From an optimization exercise on the open Yosys and OpenROAD flow, aimed at small area, a short achievable clock period and few clock cycles per item; shortcuts taken in it are not production practice.
The RTL was checked by simulation tests, not by an equivalence proof against the original design.
Power is estimated from default activity; no workload was simulated.

## flow/run.sh

```bash
#!/bin/bash
# synth_recipe.tcl (not shown) runs the flow's synth.tcl, then flattens the netlist and writes it again
# the make line also repeats each setting of config.mk as NAME=value (left out here)
make -C /OpenROAD-flow-scripts/flow DESIGN_CONFIG=/design/flow/config.mk WORK_HOME=/design/flow/orfs CLKGATE_MAP_FILE= SYNTH_SCRIPT=/design/flow/synth_recipe.tcl finish
```

## flow/config.mk

```make
export PLATFORM = sky130hd
export DESIGN_NAME = foreign_pfx_decoder
export DESIGN_NICKNAME = foreign_pfx_decoder
export VERILOG_FILES = /design/flow/design.v
export SDC_FILE = /design/flow/constraint.sdc
export NUM_CORES = 4
export LEC_CHECK = 0
export ABC_CLOCK_PERIOD_IN_PS = 1500
export CAP_MARGIN = 20
export CORE_MARGIN = 2
export CORE_UTILIZATION = 55
export CTS_CLUSTER_DIAMETER = 80
export CTS_CLUSTER_SIZE = 24
export PLACE_DENSITY = 0.8
export SETUP_SLACK_MARGIN = 2.6
export SLEW_MARGIN = 20
```

## flow/constraint.sdc

```tcl
create_clock -name core_clock -period 5.0 [get_ports {clk}]
set_input_delay 1.0000 -clock core_clock [delete_from_list [all_inputs] [get_ports {clk}]]
set_output_delay 1.0000 -clock core_clock [all_outputs]
set_load 0.01 [all_outputs]
```

## flow/design.v

```verilog
module foreign_pfx_decoder #(
  parameter int unsigned WIN_BYTES = 8,
  parameter int unsigned TBL_WORDS = 16
) (
  input  logic                   clk,
  input  logic                   rst,
  input  logic                   is64,
  input  logic                   in_valid,
  output logic                   in_ready,
  input  logic [8*WIN_BYTES-1:0] in_bytes,
  input  logic                   flush,
  input  logic                   tbl_we,
  input  logic [3:0]             tbl_waddr,
  input  logic [63:0]            tbl_wdata,
  output logic                   out_valid,
  input  logic                   out_ready,
  output logic [7:0]             out_opcode,
  output logic [1:0]             out_map,
  output logic [1:0]             out_rep,
  output logic                   out_lock,
  output logic                   out_asz,
  output logic [4:0]             out_rex,
  output logic [3:0]             out_len,
  output logic [7:0]             out_modrm,
  output logic [7:0]             out_sib,
  output logic [5:0]             out_flags,
  output logic                   out_err
);
  logic en;              
  logic v0, v1, v2, ov;
  logic nov;             
  logic accept;
  assign en        = !ov || out_ready;
  assign in_ready  = nov || out_ready;
  assign accept    = in_valid && en && !flush;
  assign out_valid = ov;
  always_ff @(posedge clk or posedge rst) begin
    if (rst) begin
      v0  <= 1'b0;
      v1  <= 1'b0;
      v2  <= 1'b0;
      ov  <= 1'b0;
      nov <= 1'b1;
    end else if (flush) begin
      v0  <= 1'b0;
      v1  <= 1'b0;
      v2  <= 1'b0;
      ov  <= 1'b0;
      nov <= 1'b1;
    end else if (en) begin
      v0  <= accept;
      v1  <= v0;
      v2  <= v1;
      ov  <= v2;
      nov <= !v2;
    end
  end
  logic [7:0] pfx, e0, e1, ot, o0, o1, o2, o;
  logic [8:0] run;
  assign run[0] = 1'b1;
  for (genvar k = 0; k < 8; k++) begin : g_scan
    logic [7:0] b;
    assign b = in_bytes[8*k +: 8];
    assign pfx[k] = (b == 8'h66) || (b == 8'hF2) || (b == 8'hF3) || (b == 8'hF0) ||
                    (b == 8'h67) || (b == 8'h2E) || (b == 8'h36) || (b == 8'h3E) ||
                    (b == 8'h26) || (b == 8'h64) || (b == 8'h65) ||
                    (is64 && (b[7:4] == 4'h4));
    assign e0[k]    = b == 8'h0F;
    assign e1[k]    = (b == 8'h38) || (b == 8'h3A);
    assign ot[k]    = !pfx[k] && !e0[k];
    assign run[k+1] = run[k] && pfx[k];
    assign o0[k]    = run[k] && ot[k];
    if (k >= 1) begin : g_o1
      assign o1[k] = run[k-1] && e0[k-1] && !e1[k];
    end else begin : g_no1
      assign o1[k] = 1'b0;
    end
    if (k >= 2) begin : g_o2
      assign o2[k] = run[k-2] && e0[k-2] && e1[k-1];
    end else begin : g_no2
      assign o2[k] = 1'b0;
    end
    assign o[k] = o0[k] || o1[k] || o2[k];
  end
  logic [63:0] r0_w;
  logic        r0_m64;
  logic [7:0]  r0_o, r0_pr;
  always_ff @(posedge clk) begin
    if (en) begin
      r0_w   <= in_bytes;
      r0_m64 <= is64;
      r0_o   <= o;
      r0_pr  <= run[8:1];
    end
  end
  logic [7:0] rp1, rp2, rpv, lk, az, rxs, rsel, later, first, esc1, esc2, esc3;
  logic [7:0] bt [8];      
  logic [7:0] bt1 [8];     
  logic [7:0] bt2 [8];     
  logic [7:0] btp [4];     
  logic [7:0] lo1h [8];    
  logic [7:0] hi1h [8];    
  for (genvar k = 0; k < 8; k++) begin : g_sel
    logic [7:0] c;
    assign c = r0_w[8*k +: 8];
    assign rp1[k] = (c == 8'h66) || (c == 8'hF3);
    assign rp2[k] = (c == 8'hF2) || (c == 8'hF3);
    assign rpv[k] = rp1[k] || rp2[k];
    assign lk[k]  = c == 8'hF0;
    assign az[k]  = c == 8'h67;
    if (k >= 1) begin : g_e1
      assign esc1[k] = r0_o[k] && first[k-1];
    end else begin : g_ne1
      assign esc1[k] = 1'b0;
    end
    if (k >= 2) begin : g_e2
      assign esc2[k] = r0_o[k] && first[k-2];
      assign esc3[k] = esc2[k] && r0_w[8*(k-1)+1];
    end else begin : g_ne2
      assign esc2[k] = 1'b0;
      assign esc3[k] = 1'b0;
    end
    if (k >= 1) begin : g_rx
      assign first[k] = r0_pr[k-1] && !r0_pr[k];
      assign rxs[k]   = first[k] && r0_m64 && (r0_w[8*(k-1)+4 +: 4] == 4'h4);
    end else begin : g_nrx
      assign first[k] = !r0_pr[0];
      assign rxs[k]   = 1'b0;
    end
    if (k < 7) begin : g_later
      assign later[k] = |(rsel[7:k+1]);
    end else begin : g_nlater
      assign later[k] = 1'b0;
    end
    for (genvar i = 0; i < 8; i++) begin : g_bits
      assign bt[i][k] = c[i];
      if (k + 1 < 8) begin : g_b1
        assign bt1[i][k] = r0_w[8*(k+1)+i];
      end else begin : g_nb1
        assign bt1[i][k] = 1'b0;
      end
      if (k + 2 < 8) begin : g_b2
        assign bt2[i][k] = r0_w[8*(k+2)+i];
      end else begin : g_nb2
        assign bt2[i][k] = 1'b0;
      end
      assign lo1h[i][k] = c[2:0] == 3'(i);
      assign hi1h[i][k] = c[5:3] == 3'(i);
    end
    for (genvar i = 0; i < 4; i++) begin : g_bp
      if (k >= 1) begin : g_p
        assign btp[i][k] = r0_w[8*(k-1)+i];
      end else begin : g_np
        assign btp[i][k] = 1'b0;
      end
    end
  end
  assign rsel = rpv & r0_pr;
  logic [7:0] d_opc_hi, d_opc_lo, d_modrm, d_sib;
  logic [1:0] d_opc_top, d_rep;
  logic [4:0] d_rex;
  logic [3:0] d_len;
  logic       d_lock, d_asz, d_err;
  for (genvar i = 0; i < 8; i++) begin : g_mux
    assign d_modrm[i]  = |(r0_o & bt1[i]);
    assign d_sib[i]    = |(r0_o & bt2[i]);
    assign d_opc_lo[i] = |(r0_o & lo1h[i]);
    assign d_opc_hi[i] = |(r0_o & hi1h[i]);
  end
  for (genvar i = 0; i < 4; i++) begin : g_rex
    assign d_rex[i] = |(rxs & btp[i]);
  end
  assign d_opc_top = {|(r0_o & bt[7]), |(r0_o & bt[6])};
  assign d_rex[4]  = |rxs;
  assign d_rep     = {|(rsel & ~later & rp2), |(rsel & ~later & rp1)};
  assign d_lock    = |(lk & r0_pr);
  assign d_asz     = |(az & r0_pr);
  assign d_len     = {|(r0_o & 8'h80), |(r0_o & 8'h78), |(r0_o & 8'h66), |(r0_o & 8'h55)};
  assign d_err     = !(|r0_o);
  logic [7:0] r1_opc_hi, r1_opc_lo, r1_modrm, r1_sib;
  logic [1:0] r1_opc_top, r1_map, r1_rep;
  logic [4:0] r1_rex;
  logic [3:0] r1_len;
  logic       r1_lock, r1_asz, r1_err;
  always_ff @(posedge clk) begin
    if (en) begin
      r1_opc_top <= d_opc_top;
      r1_opc_hi  <= d_opc_hi;
      r1_opc_lo  <= d_opc_lo;
      r1_modrm   <= d_modrm;
      r1_sib     <= d_sib;
      r1_map     <= {|esc2, (|esc1) || (|esc3)};
      r1_rep     <= d_rep;
      r1_rex     <= d_rex;
      r1_len     <= d_len;
      r1_lock    <= d_lock;
      r1_asz     <= d_asz;
      r1_err     <= d_err;
    end
  end
  logic [63:0]          tbl_q [TBL_WORDS];
  logic [TBL_WORDS-1:0] tbl_v;
  for (genvar w = 0; w < TBL_WORDS; w++) begin : g_tbl
    always_ff @(posedge clk) begin
      if (tbl_we && (tbl_waddr == 4'(w))) tbl_q[w] <= tbl_wdata;
    end
  end
  always_ff @(posedge clk or posedge rst) begin
    if (rst)         tbl_v <= '0;
    else if (tbl_we) tbl_v[tbl_waddr] <= 1'b1;
  end
  logic [15:0] wbit;
  logic [5:0]  opc_mid;
  for (genvar w = 0; w < 16; w++) begin : g_col
    logic [7:0] grp;
    for (genvar h = 0; h < 8; h++) begin : g_grp
      assign grp[h] = |(tbl_q[w][8*h +: 8] & r1_opc_lo);
    end
    assign wbit[w] = |(grp & r1_opc_hi);
  end
  for (genvar i = 0; i < 3; i++) begin : g_enc
    logic [7:0] m;
    for (genvar v = 0; v < 8; v++) begin : g_m
      assign m[v] = 1'((v >> i) & 1);
    end
    assign opc_mid[i]   = |(r1_opc_lo & m);
    assign opc_mid[i+3] = |(r1_opc_hi & m);
  end
  logic [7:0]  r2_opcode, r2_modrm, r2_sib;
  logic [1:0]  r2_map, r2_rep;
  logic [4:0]  r2_rex;
  logic [3:0]  r2_len;
  logic        r2_lock, r2_asz, r2_err;
  logic [15:0] r2_wbit;
  always_ff @(posedge clk) begin
    if (en) begin
      r2_opcode <= {r1_opc_top, opc_mid};
      r2_modrm  <= r1_modrm;
      r2_sib    <= r1_sib;
      r2_map    <= r1_map;
      r2_rep    <= r1_rep;
      r2_rex    <= r1_rex;
      r2_len    <= r1_len;
      r2_lock   <= r1_lock;
      r2_asz    <= r1_asz;
      r2_err    <= r1_err;
      r2_wbit   <= wbit;
    end
  end
  logic [15:0] rowsel;
  logic        subreg, has_sib, rip_rel, no_base, no_index, trunc, modrm_in, sib_in;
  for (genvar w = 0; w < 16; w++) begin : g_row
    assign rowsel[w] = ({r2_map, r2_opcode[7:6]} == 4'(w)) && tbl_v[w];
  end
  assign subreg   = |(r2_wbit & rowsel);
  assign modrm_in = !r2_len[3];
  assign sib_in   = !(r2_len[3] || (r2_len[2] && r2_len[1] && r2_len[0]));
  assign has_sib  = (r2_modrm[7:6] != 2'b11) && (r2_modrm[2:0] == 3'b100);
  assign rip_rel  = (r2_modrm[7:6] == 2'b00) && (r2_modrm[2:0] == 3'b101);
  assign no_base  = has_sib && (r2_modrm[7:6] == 2'b00) && (r2_sib[2:0] == 3'b101);
  assign no_index = has_sib && (r2_sib[5:3] == 3'b100) && !r2_rex[1];
  assign trunc    = !modrm_in || (has_sib && !sib_in);
  always_ff @(posedge clk) begin
    if (en) begin
      out_opcode <= r2_opcode;
      out_map    <= r2_map;
      out_len    <= r2_len;
      out_modrm  <= r2_modrm;
      out_sib    <= r2_sib;
      out_err    <= r2_err;
      out_rep    <= r2_err ? 2'd0 : r2_rep;
      out_lock   <= r2_lock && !r2_err;
      out_asz    <= r2_asz && !r2_err;
      out_rex    <= r2_err ? 5'd0 : r2_rex;
      out_flags  <= r2_err ? 6'd0 : {subreg, has_sib, rip_rel, no_base, no_index, trunc};
    end
  end
endmodule
```

==> reports/qor.csv, run 1 <==
stage,metric,value,unit
logic_synthesis,syn_area_per_cell,16.67,um^2
power_and_ir_drop,"Power, Total",19.93,mW
clock_network,Clock Sinks,1278,
drt,Pre-Repair DR Iteration Count,6,
setup_path,Worst path slowest cell,edfxtp_1,
finish,Fillers,5786,
setup_path,worst-path cell chain,buf_6 > buf_6 > buf_12 > a22oi_2 > nand4_1 > a22oi_2 > nand4_1,
clock_network,Hold Buf Count CTS,0,
finish,fin nets,3307,
power_and_ir_drop,PwrDens,356.1,mW/mm^2
drt,Vias/cell,7.341,
setup_path,critical-path maximum fanout,12,
floorplanning,die area,0.09116,mm^2
global_routing,first-pass GRT wire length,205100,um
drt,DR vias,31920,
placed_design,"Cell Area, Placed",0.05245,mm^2
logic_synthesis,"flops & latches, synth",1278,
timing,Worst-Margin Slew,1.165,ns
setup_path,slowest cell delay on critical path,0.43,ns
global_routing,vias in the first global route,30380,
flow_run,total of max-cap violations,0,
setup_path,crit path buf inv count,3,
logic_synthesis,share of flip-flops with an asynchronous set or reset,0.01643,
timing,Slew Limit Headroom,0.2236,
power_and_ir_drop,Lkg Pwr,17.90,nW
logic_synthesis,syn_nets,3072,
setup_path,CP Launch Type,flip-flop,
timing,Finish-stage setup viols,0,
clock_network,Clock Path Buffers,3,
placed_design,Port Buffers,186,
logic_synthesis,Yosys cell types,68,
timing,final hold viol count,0,
timing,Setup WS post-layout,2.447,ns
finish,Reg area,0.03827,mm^2
logic_synthesis,synthesized area,0.04882,mm^2
timing,Hold Slack,0.4214,ns
floorplanning,initial core utilization,0.5533,
drt,Routed wire per std cell,34.64,um
clock_network,clock tree from TritonCTS,built,
clock_network,CTS H-tree lvls,2,
setup_path,endpoint type of the worst setup path,flip-flop,
global_routing,largest net degree at the start of global routing,83,
drt,Initial DRC Count,5609,
clock_network,root buffer cell,clkbuf_16,
timing,Fmax achieved,0.3917,GHz
floorplanning,Die H,301.9,um
placed_design,routability cong.,0.9579,
placed_design,post-detail-place hpwl,82510,um
timing,final cycle utilization of the critical path,0.5106,
placed_design,Setup WS pre-CTS,1.310,ns
finish,Layout Cells excl Fill,4348,
timing,Final Max Slew Viols,0,
min_path,worst hold path class,flip-flop to flip-flop,
clock_network,CTS Buf Count,60,
timing,Fin Setup TNS,0,ns
outcome,status,finished clean,
timing,min cycle time layout,2.553,ns
setup_path,"Worst Path Class, Setup",flip-flop to flip-flop,
floorplanning,Chip Width,301.9,um
clock_network,Worst-Skew Late Latency,0.72,ns
setup_path,Critical Path AT,2.85,ns
logic_synthesis,sequential area share after synthesis,0.7839,
drt,Residual DRC,0,
floorplanning,Row Count,109,
floorplanning,I/O pin cnt,187,
timing,unrepaired setup endpoints after global routing,true,
logic_synthesis,Mapped Cells,2928,
floorplanning,core area,0.08824,mm^2
finish,layout cells sized above 1,0.1245,
global_routing,GRT Util Overall,0.3113,
drt,Routed Antenna Nets,0,
finish,post-route cell area,0.05597,mm^2
setup_path,required time worst endpoint,5.30,ns
clock_network,clock slew at reported path FFs,0.09,ns
logic_synthesis,Post-synth EDFFs,1257,
drt,final wirelength,150600,um
logic_synthesis,Main synth FF type,edfxtp_1,
setup_path,Top delay family on crit path,simple AND/OR/NAND/NOR gates,
timing,Clock Skew,0.06375,ns
placed_design,Inst Count DP,4154,
power_and_ir_drop,Worst VDD drop,0.3705,mV
finish,synth-to-layout area growth,14.64,%
finish,"Core Util, Final",0.6343,
logic_synthesis,yosys warns,8,
finish,multi-input combinational cell area,0.01054,mm^2
global_routing,global route total overflow,0,
global_routing,initial antenna violation count,8,
[worst register-to-register path: stages, from the launching register on]
cell	delay (ns)
edfxtp_1	0.43
buf_6	0.17
buf_6	0.14
buf_12	0.18
a22oi_2	0.18
nand4_1	0.29
a22oi_2	0.42
nand4_1	0.37
[cell usage in the layout, fill, tap and decap left out, drive strengths merged, types with 56 or more instances in the layout]
cell,netlist,final
clkbuf,179,87
a22oi,643,643
clkdlybuf4s50,0,105
nor2,74,78
nand4,178,178
edfxtp,1257,1257
nand3,57,57
nor2b,56,56
buf,12,163
nand2,68,68
[report_power, final]
group          internal, mW  switching (mW)
Clock                  2.21            3.13
Combinational         0.702            1.45
Sequential             12.2           0.254
Total                  15.1            4.84
[flip-flops by register name, summed over array words and instances (netlist names), 8 cells and up]
name and cells:
r2_wbit 16, r0_w 64, r1_opc_lo 8, tbl_v 16
r0_o 8, out_sib 8, r2_opcode 8, r1_modrm 8
r1_opc_hi 8, r1_sib 8, tbl_q 1024, out_modrm 8
out_opcode 8, r2_modrm 8, r2_sib 8, r0_pr 8
[repair_timing]
action / CTS / global route
buffers inserted: 48 / 38
pin swaps: 25 / 55
setup endpoints to repair: 1032 / 253
cloned: 11 / 14
resized for setup: 131 / 134
[final cells by class]
cell class,count,share of cell area
antenna,3,0.0001341
clock buffer,70,0.02750
clock inverter,9,0.002280
inverter,32,0.002504
multi-input combinational,1431,0.1883
sequential,1278,0.6838
tap,1165,0.02604
timing repair buffer,360,0.06937
[routing by layer]
metal,track usage,wire length [um],up-vias
met2,0.4830,68510,3017
li1,-,-,12660
met4,0.1530,8792,6
met3,0.06565,22670,534
met1,0.4243,50620,15700
met5,0,41,-
[kinds of logic (layout without fill, tap and decap cells)]
group | after synthesis | count (layout) | share of synthesized area
AO/OA/AOI/OAI | 813 | 813 | 0.1254
XOR/XNOR | 2 | 2 | 0.0003589
adder cells (fa/ha/maj) | 5 | 5 | 0.001281
buffers and inverters | 223 | 471 | 0.01714
flip-flops | 1278 | 1278 | 0.7839
multiplexers | 3 | 3 | 0.0006151
other | 0 | 3 | 0
AND/OR/NAND/NOR | 604 | 608 | 0.07125
[cell usage after synthesis (all sizes together) (16+ instances only)]
master     n  area share
o21ai     21      0.0022
dfrtp     20       0.010
nor3b     16      0.0027
a22oi    643       0.099
a31oi     18      0.0023
nand2b    27      0.0035
nand2     68      0.0052
inv       32      0.0025
clkbuf   179       0.014
nand3     57      0.0058
nor2      74      0.0057
a32oi     17      0.0030
nor3      34      0.0035
nor2b     56      0.0072
nand4    178       0.023
edfxtp  1257        0.77
[path summary, 6_finish.rpt]
kind / cells after the start / startpoint / end / slack [ns]
worst min register to register: 0 / r1_asz / r2_asz / 0.42
worst max-delay path: 7 / r1_opc_lo[0] / r2_wbit[8] / 2.45
worst max register to register: 7 / r1_opc_lo[0] / r2_wbit[8] / 2.45
min in group asynchronous: 2 / rst / ov / 0.77
max in group asynchronous: 2 / rst / tbl_v[15] / 3.74
worst min-delay path: 0 / r1_asz / r2_asz / 0.42
Testbench counts, summed over its fixed seeds: cycles 16,032, items 16,000.
==> run 2: changes to the inputs <==
--- a/flow/design.v
+++ b/flow/design.v
@@ -55,8 +55,9 @@
       nov <= !v2;
     end
   end
-  logic [7:0] pfx, e0, e1, ot, o0, o1, o2, o;
+  logic [7:0] pfx, e0, e1, ot, o0, o1, o2, o3, o;
   logic [8:0] run;
+  logic [1:0] map;
   assign run[0] = 1'b1;
   for (genvar k = 0; k < 8; k++) begin : g_scan
     logic [7:0] b;
@@ -77,29 +78,34 @@
     end
     if (k >= 2) begin : g_o2
       assign o2[k] = run[k-2] && e0[k-2] && e1[k-1];
+      assign o3[k] = o2[k] && in_bytes[8*(k-1)+1];
     end else begin : g_no2
       assign o2[k] = 1'b0;
+      assign o3[k] = 1'b0;
     end
     assign o[k] = o0[k] || o1[k] || o2[k];
   end
+  assign map = {|o2, (|o1) || (|o3)};
   logic [63:0] r0_w;
   logic        r0_m64;
   logic [7:0]  r0_o, r0_pr;
+  logic [1:0]  r0_map;
   always_ff @(posedge clk) begin
     if (en) begin
       r0_w   <= in_bytes;
       r0_m64 <= is64;
       r0_o   <= o;
       r0_pr  <= run[8:1];
-    end
-  end
-  logic [7:0] rp1, rp2, rpv, lk, az, rxs, rsel, later, first, esc1, esc2, esc3;
+      r0_map <= map;
+    end
+  end
+  logic [7:0] rp1, rp2, rpv, lk, az, rxs, first, lr1, lr2;
   logic [7:0] bt [8];      
   logic [7:0] bt1 [8];     
   logic [7:0] bt2 [8];     
   logic [7:0] btp [4];     
-  logic [7:0] lo1h [8];    
-  logic [7:0] hi1h [8];    
+  logic [7:0] lo1h [16];   
+  logic [7:0] hi1h [4];    
   for (genvar k = 0; k < 8; k++) begin : g_sel
     logic [7:0] c;
     assign c = r0_w[8*k +: 8];
@@ -108,29 +114,29 @@
     assign rpv[k] = rp1[k] || rp2[k];
     assign lk[k]  = c == 8'hF0;
     assign az[k]  = c == 8'h67;
-    if (k >= 1) begin : g_e1
-      assign esc1[k] = r0_o[k] && first[k-1];
-    end else begin : g_ne1
-      assign esc1[k] = 1'b0;
-    end
-    if (k >= 2) begin : g_e2
-      assign esc2[k] = r0_o[k] && first[k-2];
-      assign esc3[k] = esc2[k] && r0_w[8*(k-1)+1];
-    end else begin : g_ne2
-      assign esc2[k] = 1'b0;
-      assign esc3[k] = 1'b0;
-    end
     if (k >= 1) begin : g_rx
       assign first[k] = r0_pr[k-1] && !r0_pr[k];
       assign rxs[k]   = first[k] && r0_m64 && (r0_w[8*(k-1)+4 +: 4] == 4'h4);
     end else begin : g_nrx
-      assign first[k] = !r0_pr[0];
+      assign first[k] = 1'b0;
       assign rxs[k]   = 1'b0;
     end
-    if (k < 7) begin : g_later
-      assign later[k] = |(rsel[7:k+1]);
-    end else begin : g_nlater
-      assign later[k] = 1'b0;
+    if (k >= 1) begin : g_lr
+      logic [7:0] lastj;
+      for (genvar j = 0; j < 8; j++) begin : g_j
+        if (j < k - 1) begin : g_lt
+          assign lastj[j] = rpv[j] && !(|rpv[k-1:j+1]);
+        end else if (j == k - 1) begin : g_eq
+          assign lastj[j] = rpv[j];
+        end else begin : g_gt
+          assign lastj[j] = 1'b0;
+        end
+      end
+      assign lr1[k] = |(lastj & rp1);
+      assign lr2[k] = |(lastj & rp2);
+    end else begin : g_nlr
+      assign lr1[k] = 1'b0;
+      assign lr2[k] = 1'b0;
     end
     for (genvar i = 0; i < 8; i++) begin : g_bits
       assign bt[i][k] = c[i];
@@ -144,8 +150,12 @@
       end else begin : g_nb2
         assign bt2[i][k] = 1'b0;
       end
-      assign lo1h[i][k] = c[2:0] == 3'(i);
-      assign hi1h[i][k] = c[5:3] == 3'(i);
+    end
+    for (genvar i = 0; i < 16; i++) begin : g_lo
+      assign lo1h[i][k] = c[3:0] == 4'(i);
+    end
+    for (genvar i = 0; i < 4; i++) begin : g_hi
+      assign hi1h[i][k] = c[5:4] == 2'(i);
     end
     for (genvar i = 0; i < 4; i++) begin : g_bp
       if (k >= 1) begin : g_p
@@ -155,8 +165,9 @@
       end
     end
   end
-  assign rsel = rpv & r0_pr;
-  logic [7:0] d_opc_hi, d_opc_lo, d_modrm, d_sib;
+  logic [15:0] d_opc_lo;
+  logic [3:0] d_opc_hi;
+  logic [7:0] d_modrm, d_sib;
   logic [1:0] d_opc_top, d_rep;
   logic [4:0] d_rex;
   logic [3:0] d_len;
@@ -164,7 +175,11 @@
   for (genvar i = 0; i < 8; i++) begin : g_mux
     assign d_modrm[i]  = |(r0_o & bt1[i]);
     assign d_sib[i]    = |(r0_o & bt2[i]);
+  end
+  for (genvar i = 0; i < 16; i++) begin : g_mlo
     assign d_opc_lo[i] = |(r0_o & lo1h[i]);
+  end
+  for (genvar i = 0; i < 4; i++) begin : g_mhi
     assign d_opc_hi[i] = |(r0_o & hi1h[i]);
   end
   for (genvar i = 0; i < 4; i++) begin : g_rex
@@ -172,12 +187,14 @@
   end
   assign d_opc_top = {|(r0_o & bt[7]), |(r0_o & bt[6])};
   assign d_rex[4]  = |rxs;
-  assign d_rep     = {|(rsel & ~later & rp2), |(rsel & ~later & rp1)};
+  assign d_rep     = {|(first & lr2), |(first & lr1)};
   assign d_lock    = |(lk & r0_pr);
   assign d_asz     = |(az & r0_pr);
   assign d_len     = {|(r0_o & 8'h80), |(r0_o & 8'h78), |(r0_o & 8'h66), |(r0_o & 8'h55)};
   assign d_err     = !(|r0_o);
-  logic [7:0] r1_opc_hi, r1_opc_lo, r1_modrm, r1_sib;
+  logic [15:0] r1_opc_lo;
+  logic [3:0] r1_opc_hi;
+  logic [7:0] r1_modrm, r1_sib;
   logic [1:0] r1_opc_top, r1_map, r1_rep;
   logic [4:0] r1_rex;
   logic [3:0] r1_len;
@@ -189,7 +206,7 @@
       r1_opc_lo  <= d_opc_lo;
       r1_modrm   <= d_modrm;
       r1_sib     <= d_sib;
-      r1_map     <= {|esc2, (|esc1) || (|esc3)};
+      r1_map     <= r0_map;
       r1_rep     <= d_rep;
       r1_rex     <= d_rex;
       r1_len     <= d_len;
@@ -212,20 +229,21 @@
   logic [15:0] wbit;
   logic [5:0]  opc_mid;
   for (genvar w = 0; w < 16; w++) begin : g_col
-    logic [7:0] grp;
-    for (genvar h = 0; h < 8; h++) begin : g_grp
-      assign grp[h] = |(tbl_q[w][8*h +: 8] & r1_opc_lo);
+    logic [3:0] grp;
+    for (genvar h = 0; h < 4; h++) begin : g_grp
+      assign grp[h] = |(tbl_q[w][16*h +: 16] & r1_opc_lo);
     end
     assign wbit[w] = |(grp & r1_opc_hi);
   end
-  for (genvar i = 0; i < 3; i++) begin : g_enc
-    logic [7:0] m;
-    for (genvar v = 0; v < 8; v++) begin : g_m
+  for (genvar i = 0; i < 4; i++) begin : g_enc
+    logic [15:0] m;
+    for (genvar v = 0; v < 16; v++) begin : g_m
       assign m[v] = 1'((v >> i) & 1);
     end
-    assign opc_mid[i]   = |(r1_opc_lo & m);
-    assign opc_mid[i+3] = |(r1_opc_hi & m);
-  end
+    assign opc_mid[i] = |(r1_opc_lo & m);
+  end
+  assign opc_mid[4] = r1_opc_hi[1] || r1_opc_hi[3];
+  assign opc_mid[5] = r1_opc_hi[2] || r1_opc_hi[3];
   logic [7:0]  r2_opcode, r2_modrm, r2_sib;
   logic [1:0]  r2_map, r2_rep;
   logic [4:0]  r2_rex;
==> run 2 against run 1 <==
Net effect:
- synthesized area is 1.0% higher
- worst setup slack worse by 0.057 ns
- flip-flop and latch count is 6 higher
- count of clock-buffer cells in the layout is 1 lower
- clock power is 12% higher
- still clean
- sequential share of layout area is 1.2 points lower
- largest cell class unchanged
- final area is 2.3% higher
- highest routed layer unchanged
- largest power group unchanged
- critical path type unchanged
- global-route usage is 3.1 points higher
- sequential power hardly changed
- power is 2.7% higher
- critical path depth stayed put
- first-iteration DRC count is 25% higher
==> reports/qor.csv, run 2 <==
stage,metric,value,unit
global_routing,most congested layer reported by global routing,met2,
clock_network,clock slew at reported path FFs,0.09,ns
clock_network,root buffer cell,clkbuf_16,
drt,Routed Antenna Nets,0,
finish,Biggest register,tbl_q,
logic_synthesis,Synth area leader,edfxtp_1,
logic_synthesis,yosys warns,8,
setup_path,"Worst Path Class, Setup",flip-flop to flip-flop,
global_routing,first-pass GRT wire length,223700,um
floorplanning,core area,0.08865,mm^2
timing,final cycle utilization of the critical path,0.5220,
logic_synthesis,"flops & latches, synth",1284,
finish,"commonest non-fill, non-tap cell in the layout",edfxtp_1,
timing,Fmax achieved,0.3831,GHz
drt,DR vias,33990,
logic_synthesis,Mapped Cells,2956,
timing,Clock Skew,0.06406,ns
drt,final wirelength,166800,um
drt,Pre-Repair DR Iteration Count,8,
global_routing,grt met2 use,0.5169,
clock_network,Clock Path Buffers,3,
flow_run,total of max-cap violations,0,
placed_design,post-detail-place hpwl,84880,um
clock_network,Clock Sinks,1284,
logic_synthesis,share of flip-flops with an asynchronous set or reset,0.01636,
global_routing,global route total overflow,0,
timing,Final Max Slew Viols,0,
setup_path,crit path buf inv count,2,
floorplanning,initial core utilization,0.5564,
logic_synthesis,most frequent cell after synthesis,edfxtp_1,
clock_network,CTS H-tree lvls,3,
logic_synthesis,sequential area share after synthesis,0.7796,
timing,Slew Limit Headroom,0.1756,
drt,Initial DRC Count,6988,
setup_path,CP Launch Type,flip-flop,
drt,Residual DRC,0,
power_and_ir_drop,PwrDens,357.7,mW/mm^2
finish,synth-to-layout area growth,16.04,%
finish,"Core Util, Final",0.6457,
power_and_ir_drop,Lkg Pwr,18.88,nW
timing,Fin Setup TNS,0,ns
logic_synthesis,share of the synthesized area in the top cell type,0.7689,
global_routing,grt met1 use,0.4575,
finish,max FFs per register,1024,
finish,fin nets,3422,
drt,Vias/cell,7.614,
floorplanning,I/O pin cnt,187,
min_path,worst hold path class,flip-flop to flip-flop,
floorplanning,die area,0.09209,mm^2
logic_synthesis,syn_area_per_cell,16.69,um^2
setup_path,worst-path cell chain,buf_12 > buf_4 > a22o_1 > a221oi_1 > nand3_1 > o21ai_1 > nand4_1,
timing,Worst-Margin Slew,1.233,ns
power_and_ir_drop,Worst VDD drop,0.3725,mV
finish,Fillers,5747,
setup_path,required time worst endpoint,5.28,ns
floorplanning,Die H,303.5,um
timing,unrepaired setup endpoints after global routing,true,
global_routing,initial antenna violation count,8,
global_routing,largest net degree at the start of global routing,100,
finish,layout cells sized above 1,0.1530,
logic_synthesis,Yosys cell types,89,
clock_network,Hold Buf Count CTS,0,
setup_path,critical-path maximum fanout,8,
placed_design,Port Buffers,186,
global_routing,vias in the first global route,31980,
logic_synthesis,synthesized area,0.04933,mm^2
clock_network,CTS Buf Count,66,
outcome,status,finished clean,
floorplanning,Row Count,109,
global_routing,GRT Util Overall,0.3425,
finish,most frequent cells in the layout,"edfxtp_1, a22oi_1, buf_4",
setup_path,Critical Path AT,2.89,ns
setup_path,Worst path slowest cell,edfxtp_1,
setup_path,Top delay family on crit path,compound AO/OA/AOI/OAI gates,
global_routing,met3 usage,0.09324,
clock_network,Worst-Skew Late Latency,0.68,ns
setup_path,slowest cell delay on critical path,0.53,ns
clock_network,clock tree from TritonCTS,built,
logic_synthesis,Post-synth EDFFs,1263,
timing,Finish-stage setup viols,0,
finish,Largest regs,"tbl_q (1024), r0_w (64)",
logic_synthesis,"top cells by area, synth","edfxtp_1, a22oi_1, a221oi_1",
logic_synthesis,Main synth FF type,edfxtp_1,
placed_design,routability cong.,0.9328,
floorplanning,Chip Width,303.5,um
timing,final hold viol count,0,
logic_synthesis,Post-synth top cells,"edfxtp_1, a22oi_1, clkbuf_1, nand3_1, a221oi_1",
setup_path,R2R Setup Slk,2.39,ns
timing,min cycle time layout,2.610,ns
logic_synthesis,syn_nets,3100,
drt,Routed wire per std cell,37.38,um
setup_path,endpoint type of the worst setup path,flip-flop,
## run 2: kinds of logic after synthesis
kind of cell    after synthesis  share of synthesized area
simple gates                629                    0.07417
xor+xnor                      2                  0.0003552
flops                      1284                     0.7796
fa+ha+maj                     5                   0.001268
buf+inv                     211                    0.01621
mux                           4                  0.0008117
compound gates              821                     0.1276
## run 2: final timing paths
kind	startpoint	endpoint	cells after the start
setup / recovery	r1_opc_lo[13]	r2_wbit[9]	7
hold / removal	r2_opcode[1]	out_opcode[1]	0
setup reg to reg	r1_opc_lo[13]	r2_wbit[9]	7
hold reg to reg	r2_opcode[1]	out_opcode[1]	0
max in group asynchronous	rst	tbl_v[6]	2
min in group asynchronous	rst	v1	2
## run 2: metal layers
metal | vias to the layer above | wire [um] | share of wire
li1 | 12960 | - | -
met2 | 3809 | 73660 | 0.44
met1 | 16500 | 54250 | 0.33
met4 | 10 | 11370 | 0.068
met3 | 712 | 27500 | 0.16
met5 | - | 67 | 0.00040
## run 2: area by class of cell
cell class / instances / area, um^2 / area share
Antenna cell: 4 / 10.01 / 0.0001749
Clock buffer: 69 / 1684 / 0.02942
Clock inverter: 16 / 265.3 / 0.004634
Inverter: 25 / 103.9 / 0.001814
Multi-Input combinational cell: 1488 / 11130 / 0.1944
Sequential cell: 1284 / 38450 / 0.6718
Tap cell: 1165 / 1458 / 0.02547
Timing Repair Buffer: 413 / 4134 / 0.07222
## run 2: what timing repair did
| action | in CTS | in global routing |
|---|---|---|
| pin swaps | 44 | 52 |
| cloned | 28 | 12 |
| resized for setup | 256 | 113 |
| endpoints found under the setup margin | 1060 | 609 |
| buffers inserted | 92 | 51 |
## run 2: through the flow
| step | area, um^2 | instances | hold WS [ns] | power, mW | worst slack, ns |
|---|---|---|---|---|---|
| after global routing | 57230 | 4460 | 0.4287 | 20.80 | 2.452 |
| final | 57240 | 4464 | 0.4239 | 20.47 | 2.390 |
| after global placement | 52760 | 4190 | 0.4023 | 14.27 | 1.459 |
| after floorplan | 49450 | 2956 | 0.4003 | 13.31 | 2.332 |
| after detailed placement | 52760 | 4190 | 0.4045 | 14.33 | 1.305 |
| after CTS | 56210 | 4395 | 0.4253 | 20.19 | 2.350 |
## run 2: where the power goes
group	switching, mW	leakage (nW)	internal, mW
registers	0.250	12.1	12.2
logic	1.35	5.80	0.663
clock network	3.38	0.949	2.61
total	4.97	18.9	15.5
Testbench counts of run 2, summed over its fixed seeds: cycles 16,032, items 16,000.

what the ideal ports hide:
Ports are ideal in the flow. The routed layouts listed here were re-timed in OpenROAD.
Step 1: set_driving_cell puts a clkbuf_16 on clk and a buf_2 on each other input, an assumption about the parent block.
Step 2 times the ports against the registers' clock, not the clock port: input delays grow and output delays shrink by t, the midpoint of the rising clock arrivals with the driver on.
a / b / c = ideal / step 1 / step 2; a / b = the first two.
| run | shift t [ns] | slack for setup (ns) | worst register clock-pin slew, ns | worst data-port slew with drivers (ns) | pins driven straight from the clock port |
|---|---|---|---|---|---|
| run 1 | 0.761 | 2.447 / 2.447 / 1.912 | 0.10 / 0.10 | 0.13 | 1 |
| run 2 | 0.715 | 2.390 / 2.390 / 1.814 | 0.10 / 0.10 | 0.07 | 1 |
After both steps setup and hold are still met in every run listed. For run 2, which loses most, drivers alone change the setup slack by 0.000 ns; drivers and shift together by -0.576 ns.
